This design comes from an exercise in tuning for a short achievable clock period and few clock cycles per item on the open sky130 flow, not from production work.
Function was checked by simulation only, so behaviour that the tests miss may differ from the original.
Power figures rest on the tool's default switching activity, not on a simulated workload.

==> job 422 <==
==> flow/design.v <==
package pipe_pkg;
    typedef enum logic [1:0] {
        IDLE  = 2'd0,
        FILL  = 2'd1,
        WRITE = 2'd2
    } dc_state_t;
    localparam logic [1:0] MEM_LOAD  = 2'b01;
    localparam logic [1:0] MEM_STORE = 2'b10;
    function automatic integer off_bits(input integer words);
        off_bits = $clog2(words);
    endfunction
    function automatic integer idx_bits(input integer lines);
        idx_bits = $clog2(lines);
    endfunction
    function automatic integer tag_bits(input integer lines, input integer words);
        tag_bits = 30 - $clog2(lines) - $clog2(words);
    endfunction
endpackage
module dcache_array #(
    parameter int LINES = 16,
    parameter int WORDS = 4
) (
    input  logic                                clk,
    input  logic                                rst,
    input  logic [29:0]                         rd_addr,
    output logic                                rd_match,
    output logic                                rd_present,
    output logic                                rd_fip,
    output logic [31:0]                         rd_data,
    input  logic [29:0]                         wr_addr,
    input  logic [LINES*WORDS-1:0]              wr_wsel,
    input  logic [LINES-1:0]                    wr_lsel,
    input  logic                                st_en,
    input  logic [31:0]                         st_data,
    input  logic                                al_en,
    input  logic                                fl_en,
    input  logic [29:0]                         fl_addr,
    input  logic [LINES*WORDS-1:0]              fl_wsel,
    input  logic [31:0]                         fl_data,
    input  logic                                fl_last
);
    localparam int OB = pipe_pkg::off_bits(WORDS);
    localparam int IB = pipe_pkg::idx_bits(LINES);
    localparam int TB = pipe_pkg::tag_bits(LINES, WORDS);
    localparam int NW = LINES * WORDS;
    logic [31:0]      data_mem [0:NW-1];
    logic [TB-1:0]    tag_mem  [0:LINES-1];
    logic [LINES-1:0] valid;
    logic [NW-1:0]    wv;
    logic [LINES-1:0] fip;
    logic [IB+OB-1:0] rw;
    logic [IB-1:0]    ri;
    logic [TB-1:0]    rt;
    logic [IB+OB-1:0] ww;
    logic [IB-1:0]    wi;
    logic [IB+OB-1:0] fw;
    logic [IB-1:0]    fi;
    logic [LINES-1:0] lmatch;
    logic [31:0]      lword [0:LINES-1];
    logic [LINES-1:0] lsel;
    assign rw = rd_addr[IB+OB-1:0];
    assign ri = rd_addr[IB+OB-1:OB];
    assign rt = rd_addr[29:IB+OB];
    assign ww = wr_addr[IB+OB-1:0];
    assign wi = wr_addr[IB+OB-1:OB];
    assign fw = fl_addr[IB+OB-1:0];
    assign fi = fl_addr[IB+OB-1:OB];
    always_comb begin
        for (int l = 0; l < LINES; l++) begin
            lmatch[l] = valid[l] & (tag_mem[l] == rt);
        end
        for (int l = 0; l < LINES; l++) begin
            lword[l] = data_mem[l * WORDS + int'(rd_addr[OB-1:0])];
            lsel[l]  = (ri == IB'(l));
        end
        rd_data = '0;
        for (int l = 0; l < LINES; l++) begin
            rd_data = rd_data | ({32{lsel[l]}} & lword[l]);
        end
    end
    assign rd_match   = lmatch[ri];
    assign rd_present = wv[rw];
    assign rd_fip     = fip[ri] & ~(fl_en & fl_last & (fi == ri));
    always_ff @(posedge clk) begin
        for (int w = 0; w < NW; w++) begin
            if (st_en && wr_wsel[w]) begin
                data_mem[w] <= st_data;
            end else if (fl_en && fl_wsel[w] && (!wv[w] || (al_en && wr_lsel[w / WORDS]))) begin
                data_mem[w] <= fl_data;
            end
        end
        for (int l = 0; l < LINES; l++) begin
            if (al_en && wr_lsel[l]) begin
                tag_mem[l] <= wr_addr[29:IB+OB];
            end
        end
    end
    always_ff @(posedge clk) begin
        if (rst) begin
            valid <= '0;
            fip   <= '0;
            wv    <= '0;
        end else begin
            for (int w = 0; w < NW; w++) begin
                if ((st_en && wr_wsel[w]) || (fl_en && fl_wsel[w])) begin
                    wv[w] <= 1'b1;
                end else if (al_en && wr_lsel[w / WORDS]) begin
                    wv[w] <= 1'b0;
                end
            end
            for (int l = 0; l < LINES; l++) begin
                if (al_en && wr_lsel[l]) begin
                    valid[l] <= 1'b1;
                    fip[l]   <= 1'b1;
                end else if (fl_en && fl_last && fi == IB'(l)) begin
                    fip[l] <= 1'b0;
                end
            end
        end
    end
endmodule
module dcache_ctrl #(
    parameter int LINES = 16,
    parameter int WORDS = 4
) (
    input  logic        clk,
    input  logic        rst,
    input  logic        req_valid,
    input  logic        req_we,
    input  logic [31:0] req_addr,
    input  logic [31:0] req_wdata,
    output logic [31:0] rdata,
    output logic        busy,
    output logic        mem_req,
    output logic        mem_we,
    output logic [31:0] mem_addr,
    output logic [31:0] mem_wdata,
    input  logic        mem_ack,
    input  logic [31:0] mem_rdata
);
    localparam int OB = pipe_pkg::off_bits(WORDS);
    localparam int IB = pipe_pkg::idx_bits(LINES);
    localparam int QD = 4;                     
    localparam int QB = $clog2(QD);
    localparam logic [OB-1:0] LAST = OB'(WORDS - 1);
    logic        ready_r;                      
    logic        busy_o;                       
    logic [31:0] rdata_r;
    logic        wait_fill;                    
    logic        arr_match;
    logic        arr_present;
    logic        arr_fip;
    logic [31:0] arr_data;
    logic        undecided;
    logic        fwd;
    logic        load_dec;
    logic        load_miss;
    logic        store_dec;
    logic        q_space;
    logic        rq_we;
    logic [29:0] rq_addr;
    logic [31:0] rq_wdata;
    logic [LINES*WORDS-1:0] rq_wsel;           
    logic [LINES-1:0]       rq_lsel;           
    logic        st_d;                         
    logic        al_d;                         
    logic        op_d;                         
    logic        mreq;                         
    logic        midle;
    logic        mreq_o;                       
    logic        mwe;
    logic [29:0] maddr;
    logic [31:0] mwdata;
    logic [LINES*WORDS-1:0] mwsel;             
    logic        mwe_o;
    logic [29:0] maddr_o;
    logic [31:0] mwdata_o;
    logic        mreq_n;
    logic        mwe_n;
    logic [29:0] maddr_n;
    logic [31:0] mwdata_n;
    logic        beat;
    logic        beat_fill;
    logic        cont_fill;
    logic        adv;
    logic          q_fill [0:QD-1];
    logic [29:0]   q_addr [0:QD-1];
    logic [31:0]   q_data [0:QD-1];
    logic [QB-1:0] q_rp;
    logic [QB-1:0] q_wp;
    logic [QB:0]   q_cnt;
    logic          q_empty;
    logic          take_q;
    logic          take_d;
    logic          take_in;
    logic          in_d;                       
    logic          push;
    logic [29:0]   op_addr;
    assign undecided = req_valid & ~ready_r;
    assign mreq      = ~midle;
    assign beat      = mreq & mem_ack;
    assign beat_fill = beat & ~mwe;
    assign cont_fill = beat_fill & (maddr[OB-1:0] != LAST);
    assign fwd       = beat_fill & (maddr == req_addr[31:2]);
    assign q_empty = (q_cnt == '0);
    assign q_space = (q_cnt != (QB+1)'(QD));
    assign load_dec  = undecided & ~req_we & (wait_fill ? fwd : (arr_match & (arr_present | fwd)));
    assign load_miss = undecided & ~req_we & ~wait_fill & ~arr_match & ~arr_fip & q_space;
    assign store_dec = undecided & req_we & q_space;
    dcache_array #(
        .LINES(LINES),
        .WORDS(WORDS)
    ) u_array (
        .clk       (clk),
        .rst       (rst),
        .rd_addr   (req_addr[31:2]),
        .rd_match  (arr_match),
        .rd_present(arr_present),
        .rd_fip    (arr_fip),
        .rd_data   (arr_data),
        .wr_addr   (rq_addr),
        .wr_wsel   (rq_wsel),
        .wr_lsel   (rq_lsel),
        .st_en     (st_d),
        .st_data   (rq_wdata),
        .al_en     (al_d),
        .fl_en     (beat_fill),
        .fl_addr   (maddr),
        .fl_wsel   (mwsel),
        .fl_data   (mem_rdata),
        .fl_last   (~cont_fill)
    );
    always_ff @(posedge clk) begin
        if (rst) begin
            ready_r   <= 1'b0;
            busy_o    <= 1'b1;
            wait_fill <= 1'b0;
            st_d      <= 1'b0;
            al_d      <= 1'b0;
            op_d      <= 1'b0;
        end else begin
            ready_r   <= load_dec | store_dec;
            busy_o    <= ~(load_dec | store_dec);
            wait_fill <= (wait_fill | load_miss) & ~load_dec;
            st_d      <= store_dec & arr_match;
            al_d      <= load_miss;
            op_d      <= store_dec | load_miss;
        end
        rdata_r  <= (wait_fill | ~arr_present) ? mem_rdata : arr_data;
        rq_we    <= req_we;
        rq_addr  <= req_addr[31:2];
        rq_wdata <= req_wdata;
        for (int w = 0; w < LINES * WORDS; w++) begin
            rq_wsel[w] <= (req_addr[OB+IB+1:2] == (OB+IB)'(w));
        end
        for (int l = 0; l < LINES; l++) begin
            rq_lsel[l] <= (req_addr[OB+IB+1:OB+2] == IB'(l));
        end
    end
    assign busy  = busy_o;
    assign rdata = rdata_r;
    assign op_addr = rq_we ? rq_addr : {rq_addr[29:OB], OB'(0)};
    assign adv     = ~mreq | (beat & ~cont_fill);
    assign take_q  = adv & ~q_empty;
    assign take_d  = adv & q_empty & op_d & ~in_d;
    assign take_in = adv & q_empty & ~(op_d & ~in_d) & (store_dec | load_miss);
    assign push    = op_d & ~in_d & ~take_d;
    always_comb begin
        mreq_n   = mreq;
        mwe_n    = mwe;
        maddr_n  = maddr;
        mwdata_n = mwdata;
        if (cont_fill) begin
            maddr_n[OB-1:0] = maddr[OB-1:0] + 1'b1;
        end else if (take_q) begin
            mreq_n   = 1'b1;
            mwe_n    = ~q_fill[q_rp];
            maddr_n  = q_addr[q_rp];
            mwdata_n = q_data[q_rp];
        end else if (take_d) begin
            mreq_n   = 1'b1;
            mwe_n    = rq_we;
            maddr_n  = op_addr;
            mwdata_n = rq_wdata;
        end else if (adv) begin
            mreq_n   = take_in;
            mwe_n    = req_we;
            maddr_n  = req_we ? req_addr[31:2] : {req_addr[31:OB+2], OB'(0)};
            mwdata_n = req_wdata;
        end
    end
    always_ff @(posedge clk) begin
        if (rst) begin
            midle  <= 1'b1;
            mreq_o <= 1'b0;
            q_rp  <= '0;
            q_wp  <= '0;
            q_cnt <= '0;
            in_d  <= 1'b0;
        end else begin
            midle  <= ~mreq_n;
            mreq_o <= mreq_n;
            in_d  <= take_in;
            if (push) begin
                q_fill[q_wp] <= ~rq_we;
                q_addr[q_wp] <= op_addr;
                q_data[q_wp] <= rq_wdata;
                q_wp         <= q_wp + 1'b1;
            end
            if (take_q) begin
                q_rp <= q_rp + 1'b1;
            end
            q_cnt <= q_cnt + (QB+1)'(push) - (QB+1)'(take_q);
        end
        mwe    <= mwe_n;
        maddr  <= maddr_n;
        mwdata <= mwdata_n;
        if (rst) begin
            mwe_o    <= 1'b0;
            maddr_o  <= '0;
            mwdata_o <= '0;
        end else begin
            mwe_o    <= mwe_n;
            maddr_o  <= maddr_n;
            mwdata_o <= mwdata_n;
        end
        for (int w = 0; w < LINES * WORDS; w++) begin
            mwsel[w] <= (maddr_n[OB+IB-1:0] == (OB+IB)'(w));
        end
    end
    assign mem_req   = mreq_o;
    assign mem_we    = mwe_o;
    assign mem_addr  = {maddr_o, 2'b00};
    assign mem_wdata = mwdata_o;
endmodule
==> flow/flow/run.sh <==
#!/bin/bash
# Own layout flow: the standard layout (standard.sh, standard synthesis unchanged), except
# that the port buffers placed at every input and output are buf_4 cells instead of the
# default delay-type buffer, so the resizer can size them like any other buffer.
set -euo pipefail
cd "$(dirname "${BASH_SOURCE[0]}")/.."
bash standard.sh "BUFFER_PORTS_ARGS=-buffer_cell sky130_fd_sc_hd__buf_4" finish > standard_flow.log 2>&1
==> flow/standard.sh <==
#!/bin/bash
# synth_recipe.tcl (not shown) runs the flow's synth.tcl, then flattens the netlist and writes it again
# the make line also repeats each setting of config.mk as NAME=value (left out here)
make -C /OpenROAD-flow-scripts/flow DESIGN_CONFIG=/design/flow/config.mk WORK_HOME=/design/flow/orfs CLKGATE_MAP_FILE= SYNTH_SCRIPT=/design/flow/synth_recipe.tcl "${@:-finish}"
==> flow/config.mk <==
export PLATFORM = sky130hd
export DESIGN_NAME = dcache_ctrl
export DESIGN_NICKNAME = dcache_ctrl
export VERILOG_FILES = /design/flow/design.v
export SDC_FILE = /design/flow/constraint.sdc
export NUM_CORES = 4
export LEC_CHECK = 0
export ABC_CLOCK_PERIOD_IN_PS = 2500
export CAP_MARGIN = 20
export CORE_MARGIN = 2
export CORE_UTILIZATION = 50
export CTS_CLUSTER_DIAMETER = 80
export CTS_CLUSTER_SIZE = 24
export SETUP_SLACK_MARGIN = 5
export SLEW_MARGIN = 20
==> flow/constraint.sdc <==
create_clock -name core_clock -period 8.0 [get_ports {clk}]
set_input_delay 1.6000 -clock core_clock [delete_from_list [all_inputs] [get_ports {clk}]]
set_output_delay 1.6000 -clock core_clock [all_outputs]
set_load 0.01 [all_outputs]
==> inputs of job 9909, as changes to job 422 <==
--- a/flow/design.v
+++ b/flow/design.v
@@ -144,5 +144,5 @@
     localparam int QB = $clog2(QD);
     localparam logic [OB-1:0] LAST = OB'(WORDS - 1);
-    logic        ready_r;                      
+    logic        busy_r;
     logic        busy_o;                       
     logic [31:0] rdata_r;
@@ -166,7 +166,5 @@
     logic        al_d;                         
     logic        op_d;                         
-    logic        mreq;                         
-    logic        midle;
-    logic        mreq_o;                       
+    logic        mreq;
     logic        mwe;
     logic [29:0] maddr;
@@ -197,6 +195,5 @@
     logic          push;
     logic [29:0]   op_addr;
-    assign undecided = req_valid & ~ready_r;
-    assign mreq      = ~midle;
+    assign undecided = req_valid & busy_r;
     assign beat      = mreq & mem_ack;
     assign beat_fill = beat & ~mwe;
@@ -233,5 +230,5 @@
     always_ff @(posedge clk) begin
         if (rst) begin
-            ready_r   <= 1'b0;
+            busy_r    <= 1'b1;
             busy_o    <= 1'b1;
             wait_fill <= 1'b0;
@@ -240,5 +237,5 @@
             op_d      <= 1'b0;
         end else begin
-            ready_r   <= load_dec | store_dec;
+            busy_r    <= ~(load_dec | store_dec);
             busy_o    <= ~(load_dec | store_dec);
             wait_fill <= (wait_fill | load_miss) & ~load_dec;
@@ -292,6 +289,5 @@
     always_ff @(posedge clk) begin
         if (rst) begin
-            midle  <= 1'b1;
-            mreq_o <= 1'b0;
+            mreq  <= 1'b0;
             q_rp  <= '0;
             q_wp  <= '0;
@@ -299,6 +295,5 @@
             in_d  <= 1'b0;
         end else begin
-            midle  <= ~mreq_n;
-            mreq_o <= mreq_n;
+            mreq  <= mreq_n;
             in_d  <= take_in;
             if (push) begin
@@ -329,5 +324,5 @@
         end
     end
-    assign mem_req   = mreq_o;
+    assign mem_req   = mreq;
     assign mem_we    = mwe_o;
     assign mem_addr  = {maddr_o, 2'b00};
- CORE_UTILIZATION: 50 -> 55
- CTS_CLUSTER_SIZE: 24 -> 30
==> inputs of job 6250, as changes to job 422 <==
- CORE_UTILIZATION: 50 -> 40
==> notes.md <==
| metric | job 6250 | job 9909 | job 422 |
|---|---|---|---|
| Result of the run | complete, no violations | complete, no violations | complete, no violations |
| Netlist area before placement | 0.144 mm2 | 0.144 mm2 | 0.144 mm2 |
| Non-clock inverter count in the final layout | 50 | 48 | 49 |
| Non-clock buffer instance count of the final layout | 476 | 588 | 573 |
| Wire length on met1 | 198,000 um | 207,000 um | 206,000 um |
| Clock share of power | 29.6% | 28.7% | 29.7% |
| Min Tclk post-route | 3.12 ns | 3.20 ns | 3.13 ns |
| Via Count | 85,907 | 88,671 | 87,541 |
| Vertical die dimension | 604 um | 515 um | 540 um |
| Psw | 9.18 mW | 9.55 mW | 9.16 mW |
| Hold-critical path endpoint | u_array.tag_mem[8][0] | u_array.valid[12] | u_array.valid[0] |
| Final wirelength | 521,000 um | 539,000 um | 537,000 um |
| Die area | 0.364 mm2 | 0.266 mm2 | 0.292 mm2 |
| Multi-input comb cells | 4,719 | 4,772 | 4,737 |
Testbench counts of job 422, summed over its fixed seeds: cycles 53,649, items 12,000.
Testbench counts of job 9909, summed over its fixed seeds: cycles 53,649, items 12,000.
Testbench counts of job 6250, summed over its fixed seeds: cycles 53,649, items 12,000.

-- what the ideal ports hide --
How much do the figures lean on ideal ports? The routed layouts below were timed once more, with nothing changed but the port constraints. Step 1 (the two cells are an assumption about what drives the block):
set clk [get_ports {clk}]
set_driving_cell -lib_cell sky130_fd_sc_hd__clkbuf_16 $clk
set_driving_cell -lib_cell sky130_fd_sc_hd__buf_2 [delete_from_list [all_inputs] $clk]
Step 2 moves the port delays by t, midway between the first and last clock arrival at a register: inputs arrive t later, outputs are due t later. That takes back most of the time a late clock gives input paths. Three values: no drivers, after step 1, after step 2; two values: the first two.
run | shift t [ns] | setup WS [ns] | worst setup path at the end
job 422 | 0.990 | 4.869 / 4.540 / 3.550 | input to register
job 9909 | 0.949 | 4.799 / 4.532 / 3.583 | input to register
job 6250 | 1.032 | 4.879 / 4.637 / 3.605 | input to register
After both steps every run listed still meets setup and hold. For job 422, which loses most, drivers alone change the setup slack by -0.329 ns; drivers and shift together by -1.319 ns.
